Background: an optimization exercise with open tools, aiming at small area, a short achievable clock period and few clock cycles per item. Do not read the settings as production practice. In this exercise RTL edits were held to simulation tests only and were not proved equivalent to the original. Power figures rest on the tool's default switching activity, not on a simulated workload.

job 101:
==> flow/design.v (excerpt) <==
module r_type_core (
   input  logic        clk,
   input  logic        rst_n,
   input  logic        instr_valid,
   input  logic [31:0] instr,
   output logic        instr_ready,
   input  logic        ld_valid,
   input  logic [4:0]  ld_addr,
   input  logic [31:0] ld_data,
   output logic        wb_valid,
   output logic [4:0]  wb_rd,
   output logic [31:0] wb_data,
   output logic        illegal,
   input  logic [4:0]  dbg_addr,
   output logic [31:0] dbg_data
);
make LEC_CHECK=0 CAP_MARGIN=20 CORE_MARGIN=2 CORE_UTILIZATION=50 CTS_BUF_LIST=sky130_fd_sc_hd__clkbuf_16 CTS_CLUSTER_DIAMETER=150 CTS_CLUSTER_SIZE=28 SETUP_SLACK_MARGIN=2 SLEW_MARGIN=20 SYNTH_HIERARCHICAL=1 TNS_END_PERCENT=20 finish   # period 6.0 ns
run.sh (not shown) runs the stock make flow with config.mk's settings and CLKGATE_MAP_FILE= SYNTH_SCRIPT=/design/flow/synth_recipe.tcl, a recipe that flattens the netlist after the stock synthesis.
Job 101 ended with every stage complete and zero timing, DRC or antenna violations.
Testbench counts of job 101, summed over its fixed seeds: cycles 4,048, items 4,000.
## Diff of input files: job 102 against job 101
- swapping 50 for 40 in CORE_UTILIZATION
- swapping 28 for 24 in CTS_CLUSTER_SIZE
- putting PLACE_DENSITY at 0.7 where nothing was set
## What came out
The core of job 102 is less densely filled than that of job 101. Relative to job 101, cell area has decreased by 460 um2 in job 102. Comparing buffering stage count on the worst path with inverters included for job 101 and job 102, the bigger number came from job 101. The total power was comparable across job 101 and job 102. Compared to job 101, job 102 has number of antenna violations at the first check in global routing 1 higher. Job 101 → job 102: number of buffers other than clock buffers in the final layout lower; worst-skew pair later-pin latency roughly the same.
For job 103, these inputs were changed with respect to job 102:
- swapping 24 for 26 in CTS_CLUSTER_SIZE
- clearing PLACE_DENSITY, which used to be 0.7
- swapping 40 for 50 in CORE_UTILIZATION
Results
Job 103 was carried through to the last stage, and its layout satisfied the timing, design-rule and antenna checks.
Going from job 102 to job 103, total design power grew by 220 uW, number of cells on the worst hold path held steady, clock insertion delay at the later pin of the skew report held steady.
Job 102 has a lower fraction of layout cells with a size suffix above 1 than job 103.
Post-cts repair resize count, job 102 and job 103: smaller value in job 102
Of job 103 and job 102, it is job 103 that has the higher worst path setup slack after routing.
Looking at post-route worst hold slack, job 103 sits 0.024 ns below job 102.
Where final area is concerned, job 102 is better than job 103.
Taking job 103 over job 102, the non-clock buffer count ratio works out to 1.13.
When job 103 is measured against job 102, its global-route wire length before repair turns out about 7% higher.
The following lists how job 104 was set up differently from job 103:
- CORE_UTILIZATION changed from 50 to 40
- CTS_CLUSTER_SIZE changed from 26 to 28
### Flow results
Relative to job 103, the internal power measured on job 104 has decreased slightly.
Diff job 103 -> job 104: area of all placed cells without fillers went up 0.45%, power per cell area shrank by about 1.5%, overall routed net length fell about 4.3%, width of the chip picked up an extra 12%, worst slack at placement shows a reduction of 0.18 ns.
Between job 104 and job 103, logic depth of the worst register-to-register path is higher for job 103, job 104 comes in under that.
Job 104 finished every step from synthesis to the final layout, and the layout passed the timing, design-rule and antenna checks.

* * *

Another version of the RTL of r_type_core (not shown whole).
Size in the first run: roughly 3900 cells after synthesis, about 1200 flip-flops, roughly 150 I/O pins, roughly 53000 um2 of cells after synthesis.
## r_type_core
module r_type_core (
   input  logic        clk,
   input  logic        rst_n,
   input  logic        instr_valid,
   input  logic [31:0] instr,
   output logic        instr_ready,
   input  logic        ld_valid,
   input  logic [4:0]  ld_addr,
   input  logic [31:0] ld_data,
   output logic        wb_valid,
   output logic [4:0]  wb_rd,
   output logic [31:0] wb_data,
   output logic        illegal,
   input  logic [4:0]  dbg_addr,
   output logic [31:0] dbg_data
);
clock: 6.0 ns
lec_check: 0
cap_margin: 20
core_margin: 2
core_utilization: 55
setup_slack_margin: 2
slew_margin: 20
synth_hierarchical: 1
Testbench counts at the start, summed over its fixed seeds: cycles 4,048, items 4,000.
==> next run, changes <==
- CORE_UTILIZATION: 55 -> 40
Outcome:
- design area goes up by 1.1%
- maximum frequency goes up by 7.4%
- cell count goes up by 6.8%
- worst setup slack gets better by 0.32 ns
- power goes up by 0.46%

* * *

Setup of v5:
r_type_core with an RTL version that a note above also has.
For scale: about 1,200 flip-flops, roughly 150 I/O pins, ~51,000 sq um of cells after synthesis.
// r_type_core
module r_type_core (
   input  logic        clk,
   input  logic        rst_n,
   input  logic        instr_valid,
   input  logic [31:0] instr,
   output logic        instr_ready,
   input  logic        ld_valid,
   input  logic [4:0]  ld_addr,
   input  logic [31:0] ld_data,
   output logic        wb_valid,
   output logic [4:0]  wb_rd,
   output logic [31:0] wb_data,
   output logic        illegal,
   input  logic [4:0]  dbg_addr,
   output logic [31:0] dbg_data
);
export LEC_CHECK = 0
export CAP_MARGIN = 20
export CORE_MARGIN = 2
export CORE_UTILIZATION = 50
export CTS_BUF_LIST = sky130_fd_sc_hd__clkbuf_16
export CTS_CLUSTER_DIAMETER = 150
export CTS_CLUSTER_SIZE = 24
export PLACE_DENSITY = 0.7
export SETUP_SLACK_MARGIN = 2
export SLEW_MARGIN = 20
export SYNTH_HIERARCHICAL = 1
export TNS_END_PERCENT = 20
create_clock -name core_clock -period 6.0 [get_ports {clk}]
Testbench counts of v5, summed over its fixed seeds: cycles 4,048, items 4,000.
Relative to v5, the following input files were edited for v44:
Settings: swapping 24 for 28 in CTS_CLUSTER_SIZE; swapping 50 for 40 in CORE_UTILIZATION; clearing TNS_END_PERCENT, which used to be 20; clearing PLACE_DENSITY, which used to be 0.7.
Results
The higher power dissipated in the clock network came out of v5.
From v5 to v44, async set or reset register ratio after synthesis did not move at all.
Per the comparison of v44 with v5, via count normalized by instance count now smaller; cell area after layout comparable; detailed-route wire length now larger.
Delta (v44 minus v5): core box area increased about 25%, count of clock-buffer cells in the layout -7, total via count in the routed design shows a reduction of 374.
### v44 -> v19
Settings: TNS_END_PERCENT newly set to 20; CORE_UTILIZATION changed from 40 to 50; SETUP_SLACK_MARGIN changed from 2 to 2.3; CTS_CLUSTER_SIZE changed from 28 to 26.
## What came out
Clock-buffer cell count (v19 vs. v44) increases by more than 10%
Compared v44 against v19; sequential power within noise.
Comparing v19 and v44, the lower post-detailed-placement half-perimeter wirelength was measured on v44.
Compared with v44, in v19 initial core utilization moved up; fraction of power consumed by the clock network climbed 0.5 points; static leakage shows no meaningful change.
The master of the slowest instance on the critical path comes out a22o_4 in one run and and3b_2 in the other, namely in v44 and v19 respectively.
Higher post-placement setup slack was reported by v19, not v44.
Lower routed wire length among v19 and v44: v44
Where worst hold slack is concerned, v44 is outperformed by v19.
For the combined global-route utilization of all metal layers, v19 came in 9.4 points higher than v44 did.
In terms of cell area, v44 and v19 differ only marginally.
[inputs] v1 vs v19
Settings: clearing TNS_END_PERCENT, which used to be 20; swapping 50 for 40 in CORE_UTILIZATION; swapping 26 for 24 in CTS_CLUSTER_SIZE; swapping 150 for 60 in CTS_CLUSTER_DIAMETER; swapping 2.3 for 2 in SETUP_SLACK_MARGIN.
==> notes.md <==
v1: done, clean on timing, DRC and antenna. v19 did not stop at any stage, and its layout met the timing, design-rule and antenna checks. v1 ends up with a number of H-tree levels that is 1 higher than in v19. The final design area excluding fillers reported for v1 is greater than that of v19 by 3.0%. Against v19, total of cells resized after clock tree synthesis in v1 fell by more than a quarter. In v1 the cell count turned out 417 higher than in v19.
For v45, these inputs were changed with respect to v1:
Settings: TNS_END_PERCENT: unset -> 20; CTS_CLUSTER_SIZE: 24 -> 26; CORE_UTILIZATION: 40 -> 50; CTS_CLUSTER_DIAMETER: 60 -> 150; SETUP_SLACK_MARGIN: 2 -> 1.8.
[summary]
v45 packs its core more tightly than v1.
v45 against v1: count of standard-cell rows went down 11%, transition time of the tightest slew-check pin went up by 82 ps.
v45: post-placement worst setup slack higher than v1
Share of cells above drive strength 1 (v45 over v1): decrease, 2.5 points
v1 → v45: design area lower; setup slack saw a decrease.
v45 gives less number of vias in the routed layout than v1 did.

[re-timing with driven ports]
In the flow no input, the clock included, has a driving cell. The finished layouts below were timed again as built, in two steps. Step 1, drivers: a clkbuf_16 drives clk and a buf_2 each remaining input, both assumed. Step 2, shift: input delay + t, output delay - t, t = (earliest + latest rising clock arrival at the registers) / 2. This alone moves slack from input paths to output paths. Three values: ideal ports, drivers, drivers and shift; two values: the first two.
run	t (ns)	setup slack, ns	worst data-port slew with drivers (ns)
job 101	0.773	1.472 / 1.427 / 0.746	0.17
job 102	0.762	1.481 / 1.396 / 1.034	0.13
job 103	0.784	1.549 / 1.506 / 0.941	0.14
job 104	0.768	1.475 / 1.396 / 0.666	0.12
the first run of note 2	0.791	1.357 / 1.358 / 0.592	0.12
the second run of note 2	0.832	1.675 / 1.615 / 1.243	0.07
v5	0.762	1.505 / 1.420 / 0.835	0.17
v44	0.765	1.464 / 1.347 / 0.681	0.12
v19	0.769	1.577 / 1.535 / 0.981	0.10
v1	0.803	1.558 / 1.449 / 0.787	0.12
v45	0.766	1.476 / 1.426 / 0.829	0.11
After both steps every run listed still meets setup and hold. For job 104, which loses most, drivers alone change the setup slack by -0.079 ns; drivers and shift together by -0.809 ns.
